Background: an optimization exercise with open tools, aiming at small area, a short achievable clock period and few clock cycles per item. Do not read the settings as production practice.
Where RTL was checked, it was by simulation tests only, not by an equivalence proof against the original.

## the reference run
Design dct8_stream, start of the top module:
module dct8_stream #(
    parameter int IN_W        = 8,
    parameter int OUT_W       = 14,
    parameter int LEVEL_SHIFT = 0
) (
    input  logic                    clk,
    input  logic                    rst,
    input  logic                    en,
    input  logic                    in_valid,
    output logic                    in_ready,
    input  logic [IN_W-1:0]         x0,
    input  logic [IN_W-1:0]         x1,
    input  logic [IN_W-1:0]         x2,
    input  logic [IN_W-1:0]         x3,
    input  logic [IN_W-1:0]         x4,
    input  logic [IN_W-1:0]         x5,
    input  logic [IN_W-1:0]         x6,
    input  logic [IN_W-1:0]         x7,
    output logic                    out_valid,
    input  logic                    out_ready,
    output logic signed [OUT_W-1:0] y0,
    output logic signed [OUT_W-1:0] y1,
    output logic signed [OUT_W-1:0] y2,
    output logic signed [OUT_W-1:0] y3,
    output logic signed [OUT_W-1:0] y4,
    output logic signed [OUT_W-1:0] y5,
    output logic signed [OUT_W-1:0] y6,
    output logic signed [OUT_W-1:0] y7
);
For scale: roughly 2900 cells after synthesis, roughly 0.035 mm2 of cells after synthesis.
Settings: LEC_CHECK=0, CAP_MARGIN=20, CORE_MARGIN=2, CORE_UTILIZATION=50, SLEW_MARGIN=20, SYNTH_HIERARCHICAL=1; clock period 12.0 ns.
standard.sh (not shown) runs the stock make flow with config.mk's settings and CLKGATE_MAP_FILE= SYNTH_SCRIPT=/design/flow/synth_recipe.tcl, a recipe that flattens the netlist after the stock synthesis.
==> flow/flow/run.sh <==
#!/bin/bash
# Standard ORFS layout, with repair_timing aiming below the clock period and
# plain buffers on the ports.
set -euo pipefail
bash standard.sh SETUP_SLACK_MARGIN=7.4 "BUFFER_PORTS_ARGS=-buffer_cell sky130_fd_sc_hd__buf_2" finish > standard_flow.log 2>&1
The reference run completed; timing, DRC and antenna clean
## Diff of input files: the trial run against the reference run
--- a/flow/design.v
+++ b/flow/design.v
@@ -63,26 +63,25 @@
     assign xin[7] = x7;
     always_ff @(posedge clk) begin
         if (~sv)
             for (int i = 0; i < 8; i++) sk[i] <= xin[i];
     end
     always_comb
         for (int i = 0; i < 8; i++) xm[i] = sv ? sk[i] : xin[i];
     logic [8:0] a_n [4];
-    logic [8:0] an_n [4];    
     logic [8:0] b_n [4];
     for (genvar i = 0; i < 4; i++) begin : g_bfly
-        dct_addsub #(.W(8), .SUB(0)) ua (.a(xm[i]), .b(xm[7-i]), .y(a_n[i]), .yn(an_n[i]));
-        dct_addsub #(.W(8), .SUB(1)) ub (.a(xm[i]), .b(xm[7-i]), .y(b_n[i]), .yn());
+        dct_addsub #(.W(8), .SUB(0)) ua (.a(xm[i]), .b(xm[7-i]), .y(a_n[i]));
+        dct_addsub #(.W(8), .SUB(1)) ub (.a(xm[i]), .b(xm[7-i]), .y(b_n[i]));
     end
     logic [8:0] ss_n, sc_n, es_n, ec_n;
     for (genvar j = 0; j < 9; j++) begin : g_l1
         dct_fa us (.a(a_n[0][j]), .b(a_n[1][j]), .c(a_n[2][j]), .s(ss_n[j]), .co(sc_n[j]));
-        dct_fa ue (.a(a_n[1][j]), .b(a_n[2][j]), .c(an_n[0][j]), .s(es_n[j]), .co(ec_n[j]));
+        dct_fa ue (.a(a_n[1][j]), .b(a_n[2][j]), .c(~a_n[0][j]), .s(es_n[j]), .co(ec_n[j]));
     end
     logic [8:0] ss_r, sc_r, es_r, ec_r;
     logic [8:0] a0_r, a1_r, a2_r, a3_r;
     logic [8:0] b0_r, b1_r, b2_r, b3_r;
     always_ff @(posedge clk) begin
         if (en & r2) begin
             ss_r <= ss_n;
             sc_r <= sc_n;
@@ -1764,18 +1763,18 @@
     assign c18 = es_r[1] | ec_r[0];
     dct_fa us19 (.a(es_r[2]), .b(ec_r[1]), .c(~a3_r[2]), .s(s19), .co(c20));
     dct_fa us21 (.a(es_r[3]), .b(ec_r[2]), .c(~a3_r[3]), .s(s21), .co(c22));
     dct_fa us23 (.a(es_r[4]), .b(ec_r[3]), .c(~a3_r[4]), .s(s23), .co(c24));
     dct_fa us25 (.a(es_r[5]), .b(ec_r[4]), .c(~a3_r[5]), .s(s25), .co(c26));
     dct_fa us27 (.a(es_r[6]), .b(ec_r[5]), .c(~a3_r[6]), .s(s27), .co(c28));
     dct_fa us29 (.a(es_r[7]), .b(ec_r[6]), .c(~a3_r[7]), .s(s29), .co(c30));
     dct_fa us31 (.a(es_r[8]), .b(ec_r[7]), .c(~a3_r[8]), .s(s31), .co(c32));
-    dct_addsub #(.W(9), .SUB(1)) ud0 (.a(a0_r), .b(a3_r), .y(d0), .yn());
-    dct_addsub #(.W(9), .SUB(1)) ud1 (.a(a1_r), .b(a2_r), .y(d1), .yn());
+    dct_addsub #(.W(9), .SUB(1)) ud0 (.a(a0_r), .b(a3_r), .y(d0));
+    dct_addsub #(.W(9), .SUB(1)) ud1 (.a(a1_r), .b(a2_r), .y(d1));
     dct_fa us33 (.a(~a3_r[0]), .b(a3_r[1]), .c(ss_r[0]), .s(s33), .co(c34));
     dct_fa us35 (.a(sc_r[8]), .b(a3_r[1]), .c(ss_r[0]), .s(s35), .co(c36));
     dct_ha us37 (.a(s1), .b(c16), .s(s37), .co(c38));
     dct_ha us39 (.a(c2), .b(c14), .s(s39), .co(c40));
     dct_fa us41 (.a(ss_r[0]), .b(a3_r[0]), .c(a3_r[1]), .s(s41), .co(c42));
     dct_ha us43 (.a(c10), .b(c6), .s(s43), .co(c44));
     dct_fa us45 (.a(a3_r[1]), .b(c12), .c(c8), .s(s45), .co(c46));
     dct_fa us47 (.a(s1), .b(c4), .c(s5), .s(s47), .co(c48));
@@ -2726,25 +2725,23 @@
     assign co = a & b;
 endmodule
 module dct_addsub #(
     parameter int W   = 9,
     parameter int SUB = 0
 ) (
     input  logic [W-1:0] a,
     input  logic [W-1:0] b,
-    output logic [W:0]   y,
-    output logic [W:0]   yn
+    output logic [W:0]   y
 );
     if (SUB != 0) begin : g_sub
         assign y = {1'b0, a} - {1'b0, b};
     end else begin : g_add
         assign y = {1'b0, a} + {1'b0, b};
     end
-    assign yn = ~y;
 endmodule
 module dct_carry #(
     parameter int         W  = 8,
     parameter logic [W-1:0] IA = '0,
     parameter logic [W-1:0] IB = '0
 ) (
     input  logic [W-1:0] a,
     input  logic [W-1:0] b,
Findings:
The trial run vs. the reference run: detail-routed net length per standard cell has decreased.
The trial run and the reference run ended up with nearly the same via count.
The trial run reached the final stage; the timing, DRC and antenna checks on its layout passed.
Compared the reference run against the trial run; flip-flop and latch share of the layout cell area within noise.
Per the comparison of the trial run with the reference run, number of non-clock buffers in the layout moved up, count of clock-buffer cells in the layout moved up, register clock-pin slew on the reported worst setup and hold paths about even.
Diff the reference run -> the trial run: clock period minus worst slack has decreased, count of port buffers added during placement did not really move, number of instances in the synthesized netlist dropped 0.38%, ratio of final minimum period to clock period went down.
Testbench counts of the trial run, summed over its fixed seeds: cycles 1,040, items 1,024.
For the reference run, only the layout was checked, not whether the RTL still works.

afterwards: timing with drivers on the ports:
No port has a modelled driver above. Below, the same layouts with a new extraction and two added sets of constraints.
Step 1 assumes that a clkbuf_16 drives the clock port and a buf_2 every other input.
Step 2 also shifts input and output timing later by t, the mid clock arrival at the registers, as if the neighbouring blocks saw the same clock.
Three values: no drivers, after step 1, after step 2; two values: the first two.
| run | t (ns) | setup WS [ns] | worst hold slack (ns) |
|---|---|---|---|
| the reference run | 0.625 | 7.390 / 7.390 / 6.942 | 0.503 / 0.503 / 0.503 |
| the trial run | 0.623 | 7.418 / 7.418 / 6.877 | 0.500 / 0.500 / 0.500 |
After both steps setup and hold are still met in every run listed. For the trial run, which loses most, drivers alone change the setup slack by 0.000 ns; drivers and shift together by -0.541 ns.
